This design comes from an exercise in tuning for small area, a short achievable clock period and few clock cycles on the open sky130 flow, not from production work. Function was checked by simulation only, so behaviour that the tests miss may differ from the original. Power and IR drop assume default switching activity.

==> design/flow/design.v <==
`default_nettype none
package aluPkg;
    localparam int DataWidth = 32;
    localparam int OpWidth   = 5;
    typedef union packed {
        struct packed {
            logic [5:0] opcode;
            logic [4:0] rs;
            logic [4:0] rt;
            logic [4:0] rd;
            logic [4:0] shamt;
            logic [5:0] func;
        } rType;
        struct packed {
            logic [5:0]  opcode;
            logic [4:0]  rs;
            logic [4:0]  rt;
            logic [15:0] imm;
        } iType;
    } instrWord;
    localparam logic [5:0] OpcRType = 6'b000000;
    localparam logic [5:0] OpcAddi  = 6'b001000;
    localparam logic [5:0] OpcAddiu = 6'b001001;
    localparam logic [5:0] OpcSlti  = 6'b001010;
    localparam logic [5:0] OpcSltiu = 6'b001011;
    localparam logic [5:0] OpcOri   = 6'b001101;
    localparam logic [5:0] OpcXori  = 6'b001110;
    localparam logic [5:0] OpcBeq   = 6'b000100;
    localparam logic [5:0] OpcBne   = 6'b000101;
    localparam logic [5:0] FnSll  = 6'b000000;
    localparam logic [5:0] FnSrl  = 6'b000010;
    localparam logic [5:0] FnSra  = 6'b000011;
    localparam logic [5:0] FnSllv = 6'b000100;
    localparam logic [5:0] FnSrlv = 6'b000110;
    localparam logic [5:0] FnSrav = 6'b000111;
    localparam logic [5:0] FnAdd  = 6'b100000;
    localparam logic [5:0] FnAddu = 6'b100001;
    localparam logic [5:0] FnSub  = 6'b100010;
    localparam logic [5:0] FnSubu = 6'b100011;
    localparam logic [5:0] FnAnd  = 6'b100100;
    localparam logic [5:0] FnOr   = 6'b100101;
    localparam logic [5:0] FnXor  = 6'b100110;
    localparam logic [5:0] FnNor  = 6'b100111;
    localparam logic [5:0] FnSlt  = 6'b101010;
    localparam logic [5:0] FnSltu = 6'b101011;
    localparam logic [OpWidth-1:0] AluAdd    = 5'd0;
    localparam logic [OpWidth-1:0] AluAddOvf = 5'd1;
    localparam logic [OpWidth-1:0] AluSub    = 5'd2;
    localparam logic [OpWidth-1:0] AluSubOvf = 5'd3;
    localparam logic [OpWidth-1:0] AluAnd    = 5'd4;
    localparam logic [OpWidth-1:0] AluOr     = 5'd5;
    localparam logic [OpWidth-1:0] AluXor    = 5'd6;
    localparam logic [OpWidth-1:0] AluNor    = 5'd7;
    localparam logic [OpWidth-1:0] AluSlt    = 5'd8;
    localparam logic [OpWidth-1:0] AluSltu   = 5'd9;
    localparam logic [OpWidth-1:0] AluSll    = 5'd10;
    localparam logic [OpWidth-1:0] AluSrl    = 5'd11;
    localparam logic [OpWidth-1:0] AluSra    = 5'd12;
    localparam logic [OpWidth-1:0] AluBeq    = 5'd13;
    localparam logic [OpWidth-1:0] AluBne    = 5'd14;
    localparam logic [OpWidth-1:0] AluNop    = 5'd15;
    localparam int FlagZero = 2;
    localparam int FlagNeg  = 1;
    localparam int FlagOvf  = 0;
endpackage
`default_nettype wire
`timescale 1ns/1ps
`default_nettype none
module cmdFifo #(
    parameter int Width = 36,
    parameter int Depth = 3
) (
    input  wire logic             clk,
    input  wire logic             rstN,
    input  wire logic             newValid,
    input  wire logic [Width-1:0] newData,
    input  wire logic             credAvail,
    output logic                  present,
    output logic                  outValid,
    output logic      [Width-1:0] head
);
    localparam int CntW = $clog2(Depth + 1);
    logic [Width-1:0] mem [Depth];
    logic [Depth-1:0] wrSel;             
    logic [Depth-1:0] rdSel;
    logic [CntW-1:0]  count;
    logic             headFull;          
    logic             bufNE;
    logic             pending;
    logic             takeBuf;
    logic             push;
    logic [Width-1:0] bufHead;
    assign bufNE   = (count != '0);
    assign pending = headFull || bufNE || newValid;
    assign present = pending && credAvail;
    assign takeBuf = !headFull && bufNE;
    assign push    = newValid && (headFull || bufNE);
    always_comb begin
        bufHead = '0;
        for (int i = 0; i < Depth; i++) begin
            bufHead = bufHead | (rdSel[i] ? mem[i] : '0);
        end
    end
    always_ff @(posedge clk or negedge rstN) begin
        if (!rstN) begin
            outValid <= 1'b0;
            headFull <= 1'b0;
            count    <= '0;
            wrSel    <= Depth'(1);
            rdSel    <= Depth'(1);
        end else begin
            outValid <= present;
            headFull <= pending && !present;
            if (push && !takeBuf) begin
                count <= count + 1'b1;
            end else if (takeBuf && !push) begin
                count <= count - 1'b1;
            end
            if (push) begin
                wrSel <= {wrSel[Depth-2:0], wrSel[Depth-1]};
            end
            if (takeBuf) begin
                rdSel <= {rdSel[Depth-2:0], rdSel[Depth-1]};
            end
        end
    end
    always_ff @(posedge clk) begin
        if (!headFull) begin
            head <= bufNE ? bufHead : newData;
        end
        for (int i = 0; i < Depth; i++) begin
            if (push && wrSel[i]) begin
                mem[i] <= newData;
            end
        end
    end
endmodule
`default_nettype wire
`timescale 1ns/1ps
`default_nettype none
module creditIssue #(
    parameter int OutCredits = 2
) (
    input  wire logic clk,
    input  wire logic rstN,
    input  wire logic present,
    input  wire logic outCredit,
    output logic      credAvail
);
    localparam int CntW = $clog2(OutCredits + 1);
    logic [CntW-1:0] count;
    assign credAvail = (count != '0) || outCredit;
    always_ff @(posedge clk or negedge rstN) begin
        if (!rstN) begin
            count <= CntW'(OutCredits);
        end else begin
            case ({present, outCredit})
                2'b10:   count <= count - 1'b1;
                2'b01:   count <= count + 1'b1;
                default: count <= count;
            endcase
        end
    end
endmodule
`default_nettype wire
`timescale 1ns/1ps
`default_nettype none
import aluPkg::*;
module aluDecode (
    input  wire logic [31:0] instrBits,
    output logic             selSum,    
    output logic             sub,       
    output logic             useImm,    
    output logic             zeroExt,   
    output logic      [3:0]  logicTT,   
    output logic             isBr,      
    output logic             isBne,
    output logic             selShift,
    output logic             shLeft,
    output logic             shArith,
    output logic             shConst,   
    output logic             ovfEn,
    output logic             sltEn,
    output logic             sltuEn,
    output logic             illegal
);
    aluPkg::instrWord instr;
    logic [5:0]       opc;
    logic [5:0]       fn;
    logic             isR;
    logic [4:0]       rsField;
    logic [4:0]       rtField;
    logic             usesRt;
    logic             badReg;
    logic             badCode;
    logic             isLogic;
    logic [1:0]       logicOp;
    assign instr   = instrBits;
    assign opc     = instr.rType.opcode;
    assign fn      = instr.rType.func;
    assign rsField = instr.rType.rs;
    assign rtField = instr.rType.rt;
    always_comb begin
        if (opc == OpcRType) begin
            case (fn)
                FnAdd, FnAddu, FnSub, FnSubu, FnAnd, FnOr, FnXor, FnNor, FnSlt, FnSltu,
                FnSll, FnSrl, FnSra, FnSllv, FnSrlv, FnSrav: badCode = 1'b0;
                default: badCode = 1'b1;
            endcase
        end else begin
            case (opc)
                OpcAddi, OpcAddiu, OpcSlti, OpcSltiu, OpcOri, OpcXori, OpcBeq, OpcBne:
                    badCode = 1'b0;
                default: badCode = 1'b1;
            endcase
        end
    end
    assign usesRt  = (opc == OpcRType) || (opc == OpcBeq) || (opc == OpcBne);
    assign badReg  = (rsField > 5'd1) || (usesRt && (rtField > 5'd1));
    assign illegal = badReg || badCode;
    logic legal;
    assign legal    = !illegal;
    assign isR      = !opc[3] && !opc[2];
    assign useImm   = !isR;                                
    assign zeroExt  = opc[3] && opc[2];
    assign selSum   = legal && (isR ? (fn[5] && !fn[2]) : (opc[3] && !opc[2]));
    assign sub      = isR ? (fn[5] && !fn[2] && fn[1]) : (opc[3] && !opc[2] && opc[1]);
    assign isLogic  = legal && (isR ? (fn[5] && fn[2]) : (opc[3] && opc[2]));
    assign logicOp  = isR ? fn[1:0] : opc[1:0];            
    always_comb begin
        logicTT = 4'b0000;
        if (isLogic) begin
            case (logicOp)
                2'b00: logicTT = 4'b1000;
                2'b01: logicTT = 4'b1110;
                2'b10: logicTT = 4'b0110;
                2'b11: logicTT = 4'b0001;
            endcase
        end
    end
    assign isBr     = legal && !opc[3] && opc[2];
    assign isBne    = opc[0];
    assign selShift = legal && isR && !fn[5];
    assign shLeft   = isR && !fn[5] && !fn[1];              
    assign shArith  = fn[0];
    assign shConst  = isR && !fn[5] && !fn[2];
    assign ovfEn    = legal && (isR ? (fn[5] && !fn[3] && !fn[2] && !fn[0]) : (opc[3] && !opc[2] && !opc[1] && !opc[0]));
    assign sltEn    = legal && (isR ? (fn[5] && fn[3] && !fn[0]) : (opc[3] && !opc[2] && opc[1] && !opc[0]));
    assign sltuEn   = legal && (isR ? (fn[5] && fn[3] && fn[0]) : (opc[3] && !opc[2] && opc[1] && opc[0]));
endmodule
`default_nettype wire
`timescale 1ns/1ps
`default_nettype none
import aluPkg::*;
module aluExecute (
    input  wire logic [DataWidth-1:0] x,
    input  wire logic [DataWidth-1:0] b,        
    input  wire logic                 same,     
    input  wire logic                 selSum,
    input  wire logic                 sub,
    input  wire logic [3:0]           logicTT,
    input  wire logic                 isBr,
    input  wire logic                 isBne,
    input  wire logic                 selShift,
    input  wire logic                 shLeft,
    input  wire logic                 shArith,
    output logic      [15:0]          lo,       
    output logic      [15:0]          xHi,      
    output logic      [15:0]          bHi,      
    output logic                      carry,    
    output logic                      zero      
);
    logic [DataWidth-1:0] opB;
    logic [16:0]          sumLo;
    logic [DataWidth-1:0] bitw;
    logic [DataWidth-1:0] src;
    logic [DataWidth-1:0] shr;
    logic [DataWidth-1:0] brRes;
    logic [DataWidth-1:0] other;
    assign opB    = b ^ {DataWidth{sub}};
    assign sumLo  = {1'b0, x[15:0]} + {1'b0, opB[15:0]} + {16'b0, sub};
    always_comb begin
        for (int i = 0; i < DataWidth; i++) begin
            bitw[i] = logicTT[{x[i], b[i]}];
        end
    end
    assign src   = b;
    assign shr   = DataWidth'($signed({shArith & b[DataWidth-1], src}) >>> x[4:0]);
    assign brRes = (same ^ isBne) ? {b[DataWidth-3:0], 2'b00} : DataWidth'(4);
    assign other = (selShift ? shr : '0) | bitw | (isBr ? brRes : '0);
    assign lo    = (selSum ? sumLo[15:0] : 16'b0) | other[15:0];
    assign xHi   = (selSum ? x[31:16] : 16'b0) | other[31:16];
    assign bHi   = opB[31:16];
    assign carry = sumLo[16];
    assign zero  = isBr && same;
endmodule
module aluFinish (
    input  wire logic        selSum,
    input  wire logic        revOut,
    input  wire logic        ovfEn,
    input  wire logic        sltEn,
    input  wire logic        sltuEn,
    input  wire logic        zeroFlag,
    input  wire logic        illegal,
    input  wire logic [15:0] lo,
    input  wire logic [15:0] xHi,
    input  wire logic [15:0] bHi,
    input  wire logic        carry,
    output logic      [35:0] res
);
    logic [16:0] sumHi;
    logic        ovf;
    logic [31:0] word;
    logic [31:0] wordRev;
    logic [31:0] resNext;
    logic [2:0]  flagsNext;
    assign sumHi = {1'b0, xHi} + {1'b0, bHi} + {16'b0, carry};
    assign ovf   = (xHi[15] == bHi[15]) && (sumHi[15] != xHi[15]);
    assign word = {xHi, lo};
    always_comb begin
        for (int i = 0; i < 32; i++) begin
            wordRev[i] = word[31-i];
        end
    end
    assign resNext = revOut ? wordRev : {(selSum ? sumHi[15:0] : xHi), lo};
    assign flagsNext[FlagZero] = zeroFlag;
    assign flagsNext[FlagNeg]  = (sltEn && (sumHi[15] ^ ovf)) || (sltuEn && !sumHi[16]);
    assign flagsNext[FlagOvf]  = ovfEn && ovf;
    assign res = {illegal, flagsNext, resNext};
endmodule
`default_nettype wire
`timescale 1ns/1ps
`default_nettype none
import aluPkg::*;
module aluTop #(
    parameter int OutCredits = 2
) (
    input  wire logic                 clk,
    input  wire logic                 rstN,
    input  wire logic                 inValid,
    input  wire logic [31:0]          instr,
    input  wire logic [DataWidth-1:0] regA,
    input  wire logic [DataWidth-1:0] regB,
    output logic                      inCredit,
    output logic                      outValid,
    output logic      [DataWidth-1:0] result,
    output logic      [2:0]           flags,
    output logic                      illegal,
    input  wire logic                 outCredit
);
    logic dSelSum, dSub, dUseImm, dZeroExt, dIsBr, dIsBne, dSelShift;
    logic dShLeft, dShArith, dShConst, dOvfEn, dSltEn, dSltuEn, dIll;
    logic [3:0] dTT;
    logic                 v1;
    logic [DataWidth-1:0] x1, b1;
    logic [DataWidth-1:0] rtVal;
    logic [DataWidth-1:0] immExt;
    logic [DataWidth-1:0] rtRev;
    logic                 same1;
    logic [DataWidth-1:0] rsVal;
    logic s1SelSum, s1Sub, s1IsBr, s1IsBne, s1SelShift;
    logic s1ShLeft, s1ShArith, s1OvfEn, s1SltEn, s1SltuEn, s1Ill;
    logic [3:0] s1TT;
    logic [15:0] eLo, eXHi, eBHi;
    logic        eCarry, eZero;
    logic        v2;
    logic [15:0] lo2, xHi2, bHi2;
    logic        carry2, zero2, selSum2, revOut2, ovfEn2, sltEn2, sltuEn2, ill2;
    logic [35:0] exRes;
    logic [35:0] head;
    logic        present;
    logic        credAvail;
    aluDecode uDecode (
        .instrBits(instr),
        .selSum(dSelSum), .sub(dSub), .useImm(dUseImm), .zeroExt(dZeroExt),
        .logicTT(dTT), .isBr(dIsBr), .isBne(dIsBne), .selShift(dSelShift),
        .shLeft(dShLeft), .shArith(dShArith), .shConst(dShConst), .ovfEn(dOvfEn),
        .sltEn(dSltEn), .sltuEn(dSltuEn), .illegal(dIll)
    );
    always_ff @(posedge clk or negedge rstN) begin
        if (!rstN) begin
            v1 <= 1'b0;
            v2 <= 1'b0;
        end else begin
            v1 <= inValid;
            v2 <= v1;
        end
    end
    assign rsVal  = instr[21] ? regB : regA;
    assign rtVal  = instr[16] ? regB : regA;
    assign immExt = {{(DataWidth-16){instr[15] & !dZeroExt}}, instr[15:0]};
    always_comb begin
        for (int i = 0; i < DataWidth; i++) begin
            rtRev[i] = rtVal[DataWidth-1-i];
        end
    end
    always_ff @(posedge clk) begin
        x1         <= {rsVal[DataWidth-1:5], dShConst ? instr[10:6] : rsVal[4:0]};
        same1      <= (instr[21] == instr[16]) || (regA == regB);
        b1         <= dUseImm ? immExt : (dShLeft ? rtRev : rtVal);
        s1SelSum   <= dSelSum;
        s1Sub      <= dSub;
        s1TT       <= dTT;
        s1IsBr     <= dIsBr;
        s1IsBne    <= dIsBne;
        s1SelShift <= dSelShift;
        s1ShLeft   <= dShLeft;
        s1ShArith  <= dShArith;
        s1OvfEn    <= dOvfEn;
        s1SltEn    <= dSltEn;
        s1SltuEn   <= dSltuEn;
        s1Ill      <= dIll;
    end
    aluExecute uExecute (
        .x(x1), .b(b1), .same(same1),
        .selSum(s1SelSum), .sub(s1Sub),
        .logicTT(s1TT), .isBr(s1IsBr), .isBne(s1IsBne), .selShift(s1SelShift),
        .shLeft(s1ShLeft), .shArith(s1ShArith),
        .lo(eLo), .xHi(eXHi), .bHi(eBHi), .carry(eCarry), .zero(eZero)
    );
    always_ff @(posedge clk) begin
        lo2     <= eLo;
        xHi2    <= eXHi;
        bHi2    <= eBHi;
        carry2  <= eCarry;
        zero2   <= eZero;
        selSum2 <= s1SelSum;
        revOut2 <= s1SelShift && s1ShLeft;
        ovfEn2  <= s1OvfEn;
        sltEn2  <= s1SltEn;
        sltuEn2 <= s1SltuEn;
        ill2    <= s1Ill;
    end
    aluFinish uFinish (
        .selSum(selSum2), .revOut(revOut2), .ovfEn(ovfEn2), .sltEn(sltEn2),
        .sltuEn(sltuEn2), .zeroFlag(zero2), .illegal(ill2),
        .lo(lo2), .xHi(xHi2), .bHi(bHi2), .carry(carry2), .res(exRes)
    );
    cmdFifo #(.Width(36), .Depth(3)) uQueue (
        .clk, .rstN,
        .newValid(v2), .newData(exRes), .credAvail,
        .present, .outValid, .head
    );
    creditIssue #(.OutCredits(OutCredits)) uCredit (
        .clk, .rstN, .present, .outCredit, .credAvail
    );
    assign inCredit = outValid;      
    assign {illegal, flags, result} = head;
endmodule
`default_nettype wire
==> design/flow/flow/run.sh <==
#!/bin/bash
set -euo pipefail
bash standard.sh BUFFER_PORTS_ARGS="-buffer_cell sky130_fd_sc_hd__buf_1" SETUP_SLACK_MARGIN=5.65 finish > flow_make.log 2>&1
==> design/flow/standard.sh <==
#!/bin/bash
# synth_recipe.tcl (not shown) runs the flow's synth.tcl, then flattens the netlist and writes it again
# the make line also repeats each setting of config.mk as NAME=value (left out here)
make -C /OpenROAD-flow-scripts/flow DESIGN_CONFIG=/design/flow/config.mk WORK_HOME=/design/flow/orfs CLKGATE_MAP_FILE= SYNTH_SCRIPT=/design/flow/synth_recipe.tcl "${@:-finish}"
==> design/flow/config.mk <==
export PLATFORM = sky130hd
export DESIGN_NAME = aluTop
export DESIGN_NICKNAME = aluTop
export VERILOG_FILES = /design/flow/design.v
export SDC_FILE = /design/flow/constraint.sdc
export NUM_CORES = 4
export LEC_CHECK = 0
export ABC_AREA = 1
export CAP_MARGIN = 20
export CORE_MARGIN = 2
export CORE_UTILIZATION = 70
export CTS_BUF_LIST = sky130_fd_sc_hd__clkbuf_4 sky130_fd_sc_hd__clkbuf_8
export CTS_CLUSTER_DIAMETER = 60
export CTS_CLUSTER_SIZE = 14
export PLACE_DENSITY = 0.85
export SLEW_MARGIN = 20
==> design/flow/constraint.sdc <==
create_clock -name core_clock -period 8.5 [get_ports {clk}]
set_input_delay 1.7000 -clock core_clock [delete_from_list [all_inputs] [get_ports {clk}]]
set_output_delay 1.7000 -clock core_clock [all_outputs]
set_load 0.01 [all_outputs]
==> insert_results.sql, run 1 <==
INSERT INTO impl_metrics (metric_group, metric, value, unit) VALUES
('place', 'dp.final_hpwl', '38000', 'µm'),
('final_layout', 'area_growth', '7.27', '%'),
('die', 'std_cell_rows', '55', ''),
('grt', 'gr-total-overflow', '0', ''),
('grt', 'grt_usage', '42.7', '%'),
('place', 'place_ws', '4.78', 'ns'),
('clock_network', 'cts_num_sinks', '293', ''),
('power_and_ir_drop', 'p_leak', '7.65', 'nW'),
('drt', 'post_dr_wirelength_cell', '21.3', 'µm'),
('power_and_ir_drop', 'ir_drop', '0.000276', 'V'),
('die', 'fp.coreArea', '0.0228', 'mm²'),
('synth', 'postSynthNetCount', '2264', ''),
('clock_network', 'clk-insertion-delay-late', '0.59', 'ns'),
('clock_network', 'cts_tree', 'built', ''),
('die', 'die_area', '0.0246', 'mm²'),
('worst_setup_path', 'critical_path_required', '6.80', 'ns'),
('power_and_ir_drop', 'design_power_total', '3.93', 'mW'),
('worst_setup_path', 'crit_slowest_cell', 'sky130_fd_sc_hd__edfxtp_1', ''),
('final_layout', 'layoutNonFillerInstCount', '2531', ''),
('drt', 'drt_first_iter_violations', '2309', ''),
('synth', 'mean_area_per_synthesized_cell', '7.69', 'µm²'),
('clock_network', 'cts.htree.levels', '1', ''),
('drt', 'routed_wl', '53900', 'µm'),
('timing', 'period_needed', '3.05', 'ns'),
('grt', 'grt_antenna_before_repair', '2', ''),
('final_layout', 'final_net_count', '2335', ''),
('synth', 'synth_sequential_area_ratio', '45.1', '%'),
('timing', 'remaining_max_slew_budget_at_the_tightest_pin', '31.2', '%'),
('synth', 'gate_count_after_technology_mapping', '2128', ''),
('grt', 'grt_first_pass_wirelength', '80400', 'µm'),
('drt', 'routed-via-count', '15800', ''),
('final_layout', 'post_layout_instance_area', '0.0176', 'mm²'),
('final_layout', 'fraction_of_final_layout_cells_with_drive_strength_greater_than_1', '5.23', '%'),
('grt', 'via_count_of_the_first_global_routing_pass', '14700', ''),
('place', 'place.port_buffers', '137', ''),
('timing', 'rsz0062_at_grt', 'yes', ''),
('drt', 'drt.antenna.violating_nets', '0', ''),
('worst_setup_path', 'crit_path_end_kind', 'output port', ''),
('die', 'boundaryPins', '138', ''),
('worst_setup_path', 'critical_path.n_buffers_inverters', '1', ''),
('drt', 'route.detailed.vias_per_inst', '6.26', ''),
('synth', 'dominantRegCellSynth', 'sky130_fd_sc_hd__edfxtp_1', ''),
('clock_network', 'clock-root-buffer', 'sky130_fd_sc_hd__clkbuf_8', ''),
('clock_network', 'cts_made_buffers', '26', ''),
('die', 'start_util', '71.9', '%'),
('power_and_ir_drop', 'power.clock.fraction', '22.0', '%'),
('worst_setup_path', 'worst-endpoint-arrival', '1.35', 'ns'),
('worst_setup_path', 'worst-path-max-fanout', '1', ''),
('flow_run', 'max_cap_violations', '0', ''),
('clock_network', 'hold_fix_buffer_count_after_cts', '0', ''),
('power_and_ir_drop', 'combPwrFrac', '30.7', '%'),
('synth', 'synth-edff-count', '144', ''),
('timing', 'finalSetupViolCount', '0', ''),
('power_and_ir_drop', 'pwr-share-seq', '47.4', '%'),
('timing', 'timing.final.hold_violations', '0', ''),
('outcome', 'run_status', 'complete, no violations', ''),
('grt', 'pin_count_of_the_biggest_net_entering_global_routing', '66', ''),
('final_layout', 'layout_common_cells', 'sky130_fd_sc_hd__nand2_1 (605), sky130_fd_sc_hd__nand3_1 (196), sky130_fd_sc_hd__o21ai_0 (194), sky130_fd_sc_hd__inv_1 (193), sky130_fd_sc_hd__a21oi_1 (149)', ''),
('synth', 'synth_async_sr_flop_share', '4.78', '%'),
('clock_network', 'clkTransAtPathRegs', '0.10', 'ns'),
('power_and_ir_drop', 'sw_frac_of_total', '37.8', '%'),
('worst_setup_path', 'crit_type', 'reg2out', ''),
('hold_path', 'min_path_type', 'reg2reg', ''),
('die', 'die-height', '157', 'µm'),
('power_and_ir_drop', 'internal_power', '2.44', 'mW'),
('clock_network', 'ctsLongestPathBuffers', '3', ''),
('power_and_ir_drop', 'power.net_switching', '1.48', 'mW'),
('worst_setup_path', 'timing.critical_path.from_type', 'flop', ''),
('synth', 'mappedNetlistArea', '0.0164', 'mm²'),
('synth', 'synth_seq_cells', '293', ''),
('power_and_ir_drop', 'p_per_area', '224', 'mW/mm²');
-- per-layer routing --
metal	GRT usage (%)	part of all wire [%]
met1	51.9	35
met2	69.4	46
met3	8.18	11
met4	28.7	7.7
met5	0	0
-- registers in the layout, summed over array words and instances, names as in the netlist, 2 cells and up --
register / count
b1: 32
lo2: 16
uQueue.rdSel: 3
uCredit.count: 2
x1: 32
s1TT: 3
uQueue.mem: 108
uQueue.wrSel: 3
bHi2: 16
uQueue.head: 36
uQueue.count: 2
xHi2: 16
-- timing repair --
action,4_1_cts,5_1_grt
pin swaps,1,0
setup buffers,2,0
gates resized for setup,4,14
setup endpoints to repair,21,67
cloned,1,0
-- per-stage QoR --
step / hold slack (ns) / utilization, %
floorplan: 0.310 / -
global placement: 0.313 / 74.2
detailed placement: 0.313 / 74.2
CTS: 0.340 / 76.7
global route: 0.356 / 77.1
finish: 0.336 / 77.1
-- power by group through the flow --
stage | logic (mW) | registers [mW] | clock network [mW]
after floorplan | 0.771 | 1.84 | 0
after global placement | 1.07 | 1.86 | 0
after detailed placement | 1.12 | 1.87 | 0
after CTS | 1.15 | 1.84 | 0.852
after global routing | 1.32 | 1.87 | 0.909
final | 1.20 | 1.86 | 0.863
-- area by class of cell --
type / count / area [µm²]
clock inverters: 5 / 68.8
flip-flops and latches: 293 / 7380
clock buffers: 41 / 470
repair buffers: 159 / 742
fillers: 1605 / 5220
multi-input cells: 1517 / 7730
well taps: 313 / 392
inverters: 202 / 763
diodes: 1 / 2.50
-- final timing paths --
| check | startpoint | to | slack (ns) | cells after the start |
|---|---|---|---|---|
| setup / recovery | uQueue.head[0] | result[0] | 5.45 | 1 |
| hold / removal | s1SltuEn | sltuEn2 | 0.34 | 0 |
| hold reg to reg | s1SltuEn | sltuEn2 | 0.34 | 0 |
| max in group asynchronous | rstN | uQueue.count[1] | 6.91 | 1 |
| setup reg to reg | bHi2[0] | uQueue.head[24] | 5.77 | 11 |
| min in group asynchronous | rstN | uQueue.rdSel[2] | 1.14 | 1 |
-- cell usage after synthesis, drive strengths merged (2+ instances only) --
master	n	area share, %
a211oi	2	0.092
a21o	3	0.14
a21oi	150	4.6
a221oi	5	0.27
a22o	2	0.11
a22oi	10	0.46
a31oi	7	0.27
a32oi	16	0.86
buf	41	1.5
clkbuf	76	1.8
clkinv	4	0.092
dfrtp	11	1.7
dfstp	3	0.48
dfxtp	135	17
edfxtp	144	26
fa	3	0.37
ha	33	2.5
inv	198	4.6
mux2i	2	0.12
nand2	609	14
nand3	197	6.0
nand3b	5	0.23
nand4	16	0.70
nor2	69	1.7
nor3	11	0.34
nor4	3	0.11
o2111ai	6	0.32
o211ai	24	1.1
o21a	2	0.092
o21ai	243	7.5
o21bai	4	0.18
o221ai	3	0.16
or2	12	0.46
xnor2	32	1.7
xor2	37	2.0
-- cells by family after synthesis --
logic type	Yosys count	share of synthesized area, %
adders and majority gates	36	2.89
buffers and inverters	319	7.93
DFF	293	45.1
xor gates and xnor gates	69	3.69
muxes	3	0.191
and+or+nand+nor	925	23.8
AOI/OAI and AO/OA	483	16.4
Testbench counts, summed over its fixed seeds: cycles 4,024.
==> inputs of run 2 (changes only) <==
--- a/design/flow/config.mk
+++ b/design/flow/config.mk
@@ -8,9 +8,9 @@
 export ABC_AREA = 1
 export CAP_MARGIN = 20
 export CORE_MARGIN = 2
-export CORE_UTILIZATION = 70
+export CORE_UTILIZATION = 60
 export CTS_BUF_LIST = sky130_fd_sc_hd__clkbuf_4 sky130_fd_sc_hd__clkbuf_8
 export CTS_CLUSTER_DIAMETER = 60
 export CTS_CLUSTER_SIZE = 14
-export PLACE_DENSITY = 0.85
+export PLACE_DENSITY = 0.8
 export SLEW_MARGIN = 20
==> run 2 against run 1 <==
Effect of this change:
- still clean
- wire length is 8.5% lower
- sequential power hardly changed
- cell area is 0.33% higher
- clock-buffer cell count is 1 lower
==> insert_results.sql, run 2 <==
INSERT INTO impl_metrics (metric_group, metric, value, unit) VALUES
('hold_path', 'min_path_type', 'reg2reg', ''),
('worst_setup_path', 'timing.critical_path.from_type', 'flop', ''),
('clock_network', 'clock-root-buffer', 'sky130_fd_sc_hd__clkbuf_8', ''),
('synth', 'mappedNetlistArea', '0.0164', 'mm²'),
('timing', 'max_freq', '0.353', 'GHz'),
('synth', 'synth_async_sr_flop_share', '4.78', '%'),
('final_layout', 'reg_top3', 'uQueue.mem: 108 flops, uQueue.head: 36 flops', ''),
('synth', 'synth-edff-count', '144', ''),
('die', 'std_cell_rows', '60', ''),
('drt', 'topRoutingLayerUsed', 'met5', ''),
('worst_setup_path', 'crit_cells', '1', ''),
('drt', 'drt_first_iter_violations', '1517', ''),
('synth', 'yosys.area_share.adder', '2.89', '%'),
('worst_setup_path', 'worst-endpoint-arrival', '1.13', 'ns'),
('grt', 'pin_count_of_the_biggest_net_entering_global_routing', '66', ''),
('synth', 'synth_compound_gate_area_share', '16.4', '%'),
('synth', 'dominantRegCellSynth', 'sky130_fd_sc_hd__edfxtp_1', ''),
('final_layout', 'antenna_cells_inserted', '0', ''),
('synth', 'basic_gate_share_of_the_synthesized_area_counting_and_or_nand_and_nor_cells', '23.8', '%'),
('timing', 'remaining_max_slew_budget_at_the_tightest_pin', '28.8', '%'),
('place', 'finalWeightedCongestion', '0.994', ''),
('drt', 'drt.antenna.violating_nets', '0', ''),
('timing', 'tightestPinTransition', '1.07', 'ns'),
('timing', 'clock_skew', '0.0466', 'ns'),
('clock_network', 'cts.htree.levels', '1', ''),
('worst_setup_path', 'critical_path.max_stage_delay', '0.41', 'ns'),
('drt', 'drcViolationCount', '0', ''),
('die', 'die_area', '0.0286', 'mm²'),
('worst_setup_path', 'critical_path_required', '6.80', 'ns'),
('synth', 'postSynthNetCount', '2264', ''),
('die', 'fp.coreArea', '0.0269', 'mm²'),
('flow_run', 'max_cap_violations', '0', ''),
('die', 'boundaryPins', '138', ''),
('final_layout', 'layout_common_cells', 'sky130_fd_sc_hd__nand2_1 (605), sky130_fd_sc_hd__nand3_1 (196), sky130_fd_sc_hd__o21ai_0 (194), sky130_fd_sc_hd__inv_1 (193), sky130_fd_sc_hd__a21oi_1 (149)', ''),
('timing', 'finalSetupViolCount', '0', ''),
('drt', 'routed-via-count', '15100', ''),
('outcome', 'run_status', 'complete, no violations', ''),
('drt', 'wl_met2', '22700', 'µm'),
('drt', 'route.detailed.vias_per_inst', '5.88', ''),
('power_and_ir_drop', 'p_per_area', '217', 'mW/mm²'),
('worst_setup_path', 'crit_start', 'uQueue.head[1]', ''),
('final_layout', 'area_growth', '7.63', '%'),
('worst_setup_path', 'cpLargestDelayFamily', 'flip-flops', ''),
('worst_setup_path', 'reg2regPathDepth', '6', ''),
('clock_network', 'ctsLongestPathBuffers', '3', ''),
('worst_setup_path', 'crit_slowest_cell', 'sky130_fd_sc_hd__edfxtp_1', ''),
('final_layout', 'final_common_cell', 'sky130_fd_sc_hd__nand2_1', ''),
('place', 'placed_cells_incl_taps', '2509', ''),
('drt', 'routed_wl', '49300', 'µm'),
('clock_network', 'clk-insertion-delay-late', '0.59', 'ns'),
('timing', 'rsz0062_at_grt', 'yes', ''),
('synth', 'post-synth-top-area-cell', 'sky130_fd_sc_hd__edfxtp_1', ''),
('worst_setup_path', 'crit_path_end_kind', 'output port', ''),
('die', 'die_width', '169', 'µm'),
('power_and_ir_drop', 'p_leak', '7.67', 'nW'),
('clock_network', 'hold_fix_buffer_count_after_cts', '0', ''),
('clock_network', 'clkTransAtPathRegs', '0.08', 'ns'),
('final_layout', 'largest_register_ffs', '108', ''),
('worst_setup_path', 'regToRegEndpoint', 'lo2[9]', ''),
('drt', 'post_dr_wirelength_cell', '19.2', 'µm'),
('drt', 'dr_wl_met3', '3360', 'µm'),
('synth', 'synth_top_area_share', '26.4', '%'),
('grt', 'via_count_of_the_first_global_routing_pass', '13700', ''),
('synth', 'gate_count_after_technology_mapping', '2128', ''),
('synth', 'muxShareOfSynthArea', '0.191', '%'),
('worst_setup_path', 'worst_r2r_startpoint', 'x1[3]', ''),
('synth', 'synth.lib_cells_used.distinct', '60', ''),
('worst_setup_path', 'timing.critical_path.to', 'result[1]', ''),
('final_layout', 'final_net_count', '2338', ''),
('timing', 'maxSlewViolCount', '0', ''),
('timing', 'final.setup.tns', '0', 'ns'),
('synth', 'area_share_of_xor_xnor_cells_in_the_synthesized_design', '3.69', '%'),
('synth', 'combinational_family_with_the_most_area_after_synthesis', 'simple AND/OR/NAND/NOR gates', ''),
('synth', 'post_synth_most_frequent_cells', 'sky130_fd_sc_hd__nand2_1 (605), sky130_fd_sc_hd__nand3_1 (197), sky130_fd_sc_hd__o21ai_0 (194)', ''),
('clock_network', 'cts_num_sinks', '293', ''),
('synth', 'synth_area_leaders', 'sky130_fd_sc_hd__edfxtp_1 (26%), sky130_fd_sc_hd__dfxtp_1 (17%), sky130_fd_sc_hd__nand2_1 (14%)', ''),
('place', 'dp.final_hpwl', '37100', 'µm'),
('synth', 'synth_seq_cells', '293', ''),
('worst_setup_path', 'crit_type', 'reg2out', ''),
('timing', 'final_min_period_over_clock_period', '33.3', '%'),
('power_and_ir_drop', 'ir_drop', '0.000189', 'V'),
('worst_setup_path', 'worstPathCellList', 'clkbuf_2', ''),
('drt', 'first_pass_iters', '6', ''),
('die', 'die-height', '169', 'µm'),
('drt', 'wl_met1', '20300', 'µm'),
('final_layout', 'largest-register', 'uQueue.mem', ''),
('synth', 'synth_sequential_area_ratio', '45.1', '%'),
('clock_network', 'cts_tree', 'built', ''),
('die', 'start_util', '60.9', '%'),
('synth', 'synthMostInstantiatedCell', 'sky130_fd_sc_hd__nand2_1', ''),
('grt', 'grt_antenna_before_repair', '1', ''),
('worst_setup_path', 'worst-path-max-fanout', '1', ''),
('final_layout', 'layoutNonFillerInstCount', '2561', ''),
('clock_network', 'cts_made_buffers', '26', ''),
('grt', 'grt_first_pass_wirelength', '75500', 'µm'),
('final_layout', 'fraction_of_final_layout_cells_with_drive_strength_greater_than_1', '5.32', '%'),
('synth', 'mean_area_per_synthesized_cell', '7.69', 'µm²'),
('final_layout', 'fill_cell_total_of_the_finished_layout', '2376', ''),
('power_and_ir_drop', 'design_power_total', '3.82', 'mW'),
('timing', 'timing.final.hold_violations', '0', ''),
('worst_setup_path', 'critical_path.n_buffers_inverters', '1', ''),
('timing', 'period_needed', '2.83', 'ns'),
('place', 'place.port_buffers', '137', ''),
('grt', 'gr-total-overflow', '0', ''),
('grt', 'grt_usage', '33.8', '%'),
('worst_setup_path', 'timing.reg2reg.setup_slack', '5.86', 'ns'),
('synth', 'ys_warn_count', '7', '');
run 2: cell count changes in the layout (fill, tap and decap cells not counted), sizes merged:
| cell | previous run | this run |
|---|---|---|
| clkinv | 6 | 8 |
| clkbuf | 46 | 48 |
| inv | 200 | 199 |
| diode | 1 | 0 |
run 2: cell families after synthesis:
family | Yosys count
buf+inv | 319
flops | 293
simple gates | 925
mux | 3
fa+ha+maj | 36
compound gates | 483
xor+xnor | 69
run 2: repair_timing:
action,in CTS,in global routing
endpoints found under the setup margin,25,31
pin swaps,1,1
setup buffers,0,5
resized for setup,2,13
cloned,1,0
run 2: stage by stage:
stage,hold WS (ns),instance area (µm²),setup WS (ns),utilization [%]
3_5_place_dp,0.314,17000,4.80,63.2
6_report,0.332,17600,5.67,65.5
3_3_place_gp,0.311,16900,4.84,63.0
4_1_cts,0.333,17500,5.61,65.2
2_1_floorplan,0.310,16400,5.31,-
5_1_grt,0.338,17600,5.61,65.5
run 2: where the power goes:
part	switching [mW]	internal [mW]	total, mW
combinational	0.777	0.361	1.14
clock	0.460	0.384	0.844
sequential	0.147	1.69	1.84
run 2: layout make-up:
| class | instances | area (µm²) | share of cell area, % |
|---|---|---|---|
| well taps | 341 | 427 | 2.42 |
| flip-flops and latches | 293 | 7380 | 41.9 |
| inverters | 202 | 763 | 4.33 |
| repair buffers | 162 | 771 | 4.38 |
| clock inverters | 6 | 72.6 | 0.412 |
| clock buffers | 40 | 463 | 2.63 |
| multi-input cells | 1517 | 7730 | 43.9 |
run 2: metal layers:
layer	track usage [%]	vias up
met3	3.54	128
li1	-	7308
met4	17.5	2
met5	0	-
met1	44.7	6862
met2	55.6	756
run 2: worst min-delay path by stage:
| stage | start | endpoint | cells after the start | slack (ns) |
|---|---|---|---|---|
| 6_report | s1Ill | ill2 | 0 | 0.33 |
| 2_1_floorplan | s1Ill | ill2 | 0 | 0.31 |
| 5_1_grt | s1Ill | ill2 | 0 | 0.34 |
| 3_5_place_dp | s1SltuEn | sltuEn2 | 0 | 0.31 |
| 4_1_cts | s1SltEn | sltEn2 | 0 | 0.33 |
| 3_3_place_gp | s1SltuEn | sltuEn2 | 0 | 0.31 |
==> inputs of run 3 (changes only) <==
==> design/flow/flow/run.sh (replaced) <==
#!/bin/bash
set -euo pipefail
bash standard.sh BUFFER_PORTS_ARGS="-buffer_cell sky130_fd_sc_hd__buf_1" SETUP_SLACK_MARGIN=5.8 finish > flow_make.log 2>&1
==> run 3 against run 2 <==
Effect of this change:
- combinational power about the same
- sequential share of layout area fell by 0.074 points
- via count is 0.98% higher
- clock skew decreased by 0.019 ns
- register-to-register slack improved by 0.10 ns
- maximum frequency increased by 1.4%
- synthesized cell count unchanged
- global-route usage decreased by 2.0 points
- area after synthesis stayed put
- still clean
- worst hold slack better by 0.0029 ns
- clock power down 1%
- die area unchanged
- critical endpoint unchanged
==> insert_results.sql, run 3 <==
INSERT INTO impl_metrics (metric_group, metric, value, unit) VALUES
('flow_run', 'max_cap_violations', '0', ''),
('synth', 'synth-edff-count', '144', ''),
('power_and_ir_drop', 'combPwrFrac', '30.1', '%'),
('final_layout', 'antenna_cells_inserted', '0', ''),
('worst_setup_path', 'worst-endpoint-arrival', '1.09', 'ns'),
('hold_path', 'min_path_cells', '0', ''),
('clock_network', 'cts_made_buffers', '27', ''),
('worst_setup_path', 'timing.critical_path.from_type', 'flop', ''),
('final_layout', 'layout_common_cells', 'sky130_fd_sc_hd__nand2_1 (605), sky130_fd_sc_hd__nand3_1 (196), sky130_fd_sc_hd__o21ai_0 (194), sky130_fd_sc_hd__inv_1 (193), sky130_fd_sc_hd__a21oi_1 (148)', ''),
('hold_path', 'min_to', 'sltuEn2', ''),
('timing', 'period_needed', '2.79', 'ns'),
('drt', 'first_pass_iters', '6', ''),
('final_layout', 'fraction_of_final_layout_cells_with_drive_strength_greater_than_1', '6.62', '%'),
('drt', 'drcViolationCount', '0', ''),
('clock_network', 'cts_num_sinks', '293', ''),
('final_layout', 'area_growth', '7.78', '%'),
('power_and_ir_drop', 'ir_drop', '0.000166', 'V'),
('synth', 'synth_async_sr_flop_share', '4.78', '%'),
('synth', 'synth_top_area_share', '26.4', '%'),
('worst_setup_path', 'worst-path-max-fanout', '1', ''),
('worst_setup_path', 'worstPathCellList', 'buf_6', ''),
('final_layout', 'final_common_cell', 'sky130_fd_sc_hd__nand2_1', ''),
('grt', 'gr-total-overflow', '0', ''),
('synth', 'mean_area_per_synthesized_cell', '7.69', 'µm²'),
('drt', 'drt.antenna.violating_nets', '0', ''),
('worst_setup_path', 'reg2regPathDepth', '6', ''),
('drt', 'route.detailed.vias_per_inst', '5.94', ''),
('synth', 'synth_seq_cells', '293', ''),
('worst_setup_path', 'cpLargestDelayFamily', 'flip-flops', ''),
('final_layout', 'layout.core_utilization', '65.6', '%'),
('timing', 'rsz0062_at_grt', 'yes', ''),
('synth', 'synthMostInstantiatedCell', 'sky130_fd_sc_hd__nand2_1', ''),
('synth', 'mappedNetlistArea', '0.0164', 'mm²'),
('hold_path', 'hold_path_startpoint', 's1SltuEn', ''),
('synth', 'gate_count_after_technology_mapping', '2128', ''),
('worst_setup_path', 'crit_slowest_cell', 'sky130_fd_sc_hd__edfxtp_1', ''),
('final_layout', 'largest-register', 'uQueue.mem', ''),
('final_layout', 'final_net_count', '2336', ''),
('timing', 'remaining_max_slew_budget_at_the_tightest_pin', '29.8', '%'),
('outcome', 'run_status', 'complete, no violations', ''),
('place', 'place.port_buffers', '137', ''),
('clock_network', 'clock-root-buffer', 'sky130_fd_sc_hd__clkbuf_8', ''),
('clock_network', 'clk-insertion-delay-late', '0.58', 'ns'),
('die', 'fp.coreArea', '0.0269', 'mm²'),
('power_and_ir_drop', 'power.net_switching', '1.39', 'mW'),
('die', 'die_area', '0.0286', 'mm²'),
('power_and_ir_drop', 'p_leak', '7.73', 'nW'),
('power_and_ir_drop', 'design_power_total', '3.82', 'mW'),
('worst_setup_path', 'worst_r2r_startpoint', 'x1[3]', ''),
('drt', 'routed-via-count', '15200', ''),
('timing', 'timing.final.hold_violations', '0', ''),
('synth', 'post_synth_most_frequent_cells', 'sky130_fd_sc_hd__nand2_1 (605), sky130_fd_sc_hd__nand3_1 (197), sky130_fd_sc_hd__o21ai_0 (194)', ''),
('synth', 'synth_sequential_area_ratio', '45.1', '%'),
('final_layout', 'fill_cell_total_of_the_finished_layout', '2296', ''),
('die', 'die_width', '169', 'µm'),
('drt', 'drt_first_iter_violations', '1619', ''),
('grt', 'pin_count_of_the_biggest_net_entering_global_routing', '66', ''),
('worst_setup_path', 'timing.reg2reg.setup_slack', '5.96', 'ns'),
('worst_setup_path', 'crit_path_end_kind', 'output port', ''),
('synth', 'ys_warn_count', '7', ''),
('timing', 'maxSlewViolCount', '0', ''),
('synth', 'synth.lib_cells_used.distinct', '60', ''),
('synth', 'dominantRegCellSynth', 'sky130_fd_sc_hd__edfxtp_1', ''),
('place', 'finalWeightedCongestion', '1.02', ''),
('clock_network', 'hold_fix_buffer_count_after_cts', '0', ''),
('clock_network', 'clkTransAtPathRegs', '0.08', 'ns'),
('drt', 'post_dr_wirelength_cell', '18.3', 'µm'),
('grt', 'grt_antenna_before_repair', '0', ''),
('timing', 'finalSetupViolCount', '0', ''),
('synth', 'synth_area_leaders', 'sky130_fd_sc_hd__edfxtp_1 (26%), sky130_fd_sc_hd__dfxtp_1 (17%), sky130_fd_sc_hd__nand2_1 (14%)', ''),
('drt', 'routed_wl', '46800', 'µm'),
('timing', 'clock_skew', '0.0273', 'ns'),
('power_and_ir_drop', 'power.clock.fraction', '21.8', '%'),
('die', 'die-height', '169', 'µm'),
('die', 'std_cell_rows', '60', ''),
('worst_setup_path', 'crit_type', 'reg2out', ''),
('worst_setup_path', 'regToRegEndpoint', 'lo2[12]', ''),
('synth', 'postSynthNetCount', '2264', ''),
('grt', 'via_count_of_the_first_global_routing_pass', '13800', ''),
('final_layout', 'multi_input_comb_area', '0.00775', 'mm²'),
('clock_network', 'cts.htree.levels', '1', ''),
('power_and_ir_drop', 'sw_frac_of_total', '36.2', '%'),
('clock_network', 'cts_tree', 'built', ''),
('place', 'place_ws', '4.84', 'ns'),
('synth', 'post-synth-top-area-cell', 'sky130_fd_sc_hd__edfxtp_1', ''),
('power_and_ir_drop', 'internal_power', '2.44', 'mW'),
('final_layout', 'reg_top3', 'uQueue.mem: 108 flops, uQueue.head: 36 flops', ''),
('die', 'boundaryPins', '138', ''),
('hold_path', 'min_path_type', 'reg2reg', ''),
('timing', 'max_freq', '0.358', 'GHz'),
('worst_setup_path', 'critical_path_required', '6.80', 'ns'),
('final_layout', 'largest_register_ffs', '108', ''),
('power_and_ir_drop', 'pwr-share-seq', '48.1', '%'),
('grt', 'grt_first_pass_wirelength', '72400', 'µm'),
('grt', 'grt_usage', '31.8', '%'),
('clock_network', 'ctsLongestPathBuffers', '3', ''),
('timing', 'tightestPinTransition', '1.05', 'ns'),
('timing', 'final.setup.tns', '0', 'ns'),
('final_layout', 'footprint_of_the_flip_flops_and_latches', '0.00738', 'mm²'),
('place', 'dp.final_hpwl', '35000', 'µm'),
('worst_setup_path', 'critical_path.max_stage_delay', '0.39', 'ns'),
('timing', 'setup_slack', '5.71', 'ns'),
('timing', 'final_min_period_over_clock_period', '32.9', '%'),
('worst_setup_path', 'critical_path.n_buffers_inverters', '1', ''),
('die', 'start_util', '60.9', '%'),
('power_and_ir_drop', 'p_per_area', '217', 'mW/mm²');
[run 3: cell count changes in the layout (fill, tap and decap cells not counted), moves of 2 or more]
cell / change
sky130_fd_sc_hd__buf_4: -4
sky130_fd_sc_hd__buf_2: -2
sky130_fd_sc_hd__clkbuf_8: +2
sky130_fd_sc_hd__clkinvlp_4: +2
sky130_fd_sc_hd__buf_1: -26
sky130_fd_sc_hd__inv_8: +2
sky130_fd_sc_hd__buf_6: +2
sky130_fd_sc_hd__clkbuf_2: +26
sky130_fd_sc_hd__buf_16: -2
[run 3: kinds of logic (layout without fill, tap and decap cells)]
group	Yosys count	after routing	share of synthesized area, %
and+or+nand+nor	925	926	23.8
AOI/OAI and AO/OA	483	483	16.4
buffers and inverters	319	409	7.93
DFF	293	293	45.1
xor gates and xnor gates	69	69	3.69
adders and majority gates	36	36	2.89
muxes	3	3	0.191
[run 3: cell type report]
class | instances | share of cell area [%]
multi-input combinational | 1517 | 43.9
sequential | 293 | 41.8
inverter | 202 | 4.34
tap | 341 | 2.42
clock inverter | 7 | 0.383
clock buffer | 41 | 2.70
timing repair buffer | 159 | 4.38
[run 3: worst max path at each step]
stage                    start          endpoint  cells past startpoint
4_1_cts        uQueue.head[28]        result[28]                      1
2_1_floorplan  uQueue.headFull  uQueue.mem[0][0]                      4
5_1_grt        uQueue.head[17]        result[17]                      1
3_3_place_gp         instr[28]            b1[30]                      5
3_5_place_dp         instr[28]            b1[27]                      5
6_report        uQueue.head[1]         result[1]                      1
[run 3: power by group through the flow]
| stage | Sequential, mW | Combinational (mW) | Clock (mW) |
|---|---|---|---|
| finish | 1.84 | 1.15 | 0.834 |
| global route | 1.86 | 1.28 | 0.900 |
| CTS | 1.83 | 1.12 | 0.847 |
| detailed placement | 1.87 | 1.11 | 0 |
| global placement | 1.86 | 1.08 | 0 |
| floorplan | 1.84 | 0.772 | 0 |
[run 3: per-layer routing]
layer	global-route usage [%]	vias up	share of wire (%)
met5	0	-	0
met4	15.8	0	5.2
met3	4.24	153	7.9
met2	53.1	810	46
met1	41.0	6938	40
li1	-	7302	-
[run 3: what timing repair did]
action | CTS | global route
gates resized for setup | 3 | 46
endpoints found under the setup margin | 59 | 56
endpoints found under the hold margin | 0 | 0
pin swaps | 1 | 0
gates cloned | 1 | 0
buffers inserted | 2 | 0
[run 3: metrics by stage]
stage | cells | area, µm² | hold slack [ns]
floorplan | 2128 | 16400 | 0.310
global placement | 2507 | 16900 | 0.313
detailed placement | 2507 | 16900 | 0.313
CTS | 2558 | 17500 | 0.335
global route | 2560 | 17600 | 0.350
finish | 2560 | 17600 | 0.335

## afterwards: timing with drivers on the ports
How much do the figures lean on ideal ports? The routed layouts below were timed once more, with nothing changed but the port constraints. Step 1 assumes that a clkbuf_16 drives the clock port and a buf_2 every other input. Step 2 adds t to the input delays and takes it off the output delays; t is the mean of the earliest and latest rising clock arrival at the registers after step 1. Input paths then give back, and output paths get back, about the clock's delay inside the block. Three values: no drivers, after step 1, after step 2; two values: the first two.
| run | t (ns) | setup WS [ns] | worst setup path at the end | worst data-port slew with drivers (ns) | pins driven straight from the clock port |
|---|---|---|---|---|---|
| run 1 | 0.621 | 5.450 / 5.402 / 5.210 | input to register | 0.04 | 1 |
| run 2 | 0.619 | 5.665 / 5.615 / 5.097 | input to register | 0.06 | 1 |
| run 3 | 0.612 | 5.705 / 5.656 / 5.336 | input to register | 0.04 | 1 |
After both steps every run listed still meets setup and hold. The setup slack of run 2, which loses most, moves by -0.050 ns with the drivers and by -0.568 ns with both steps.
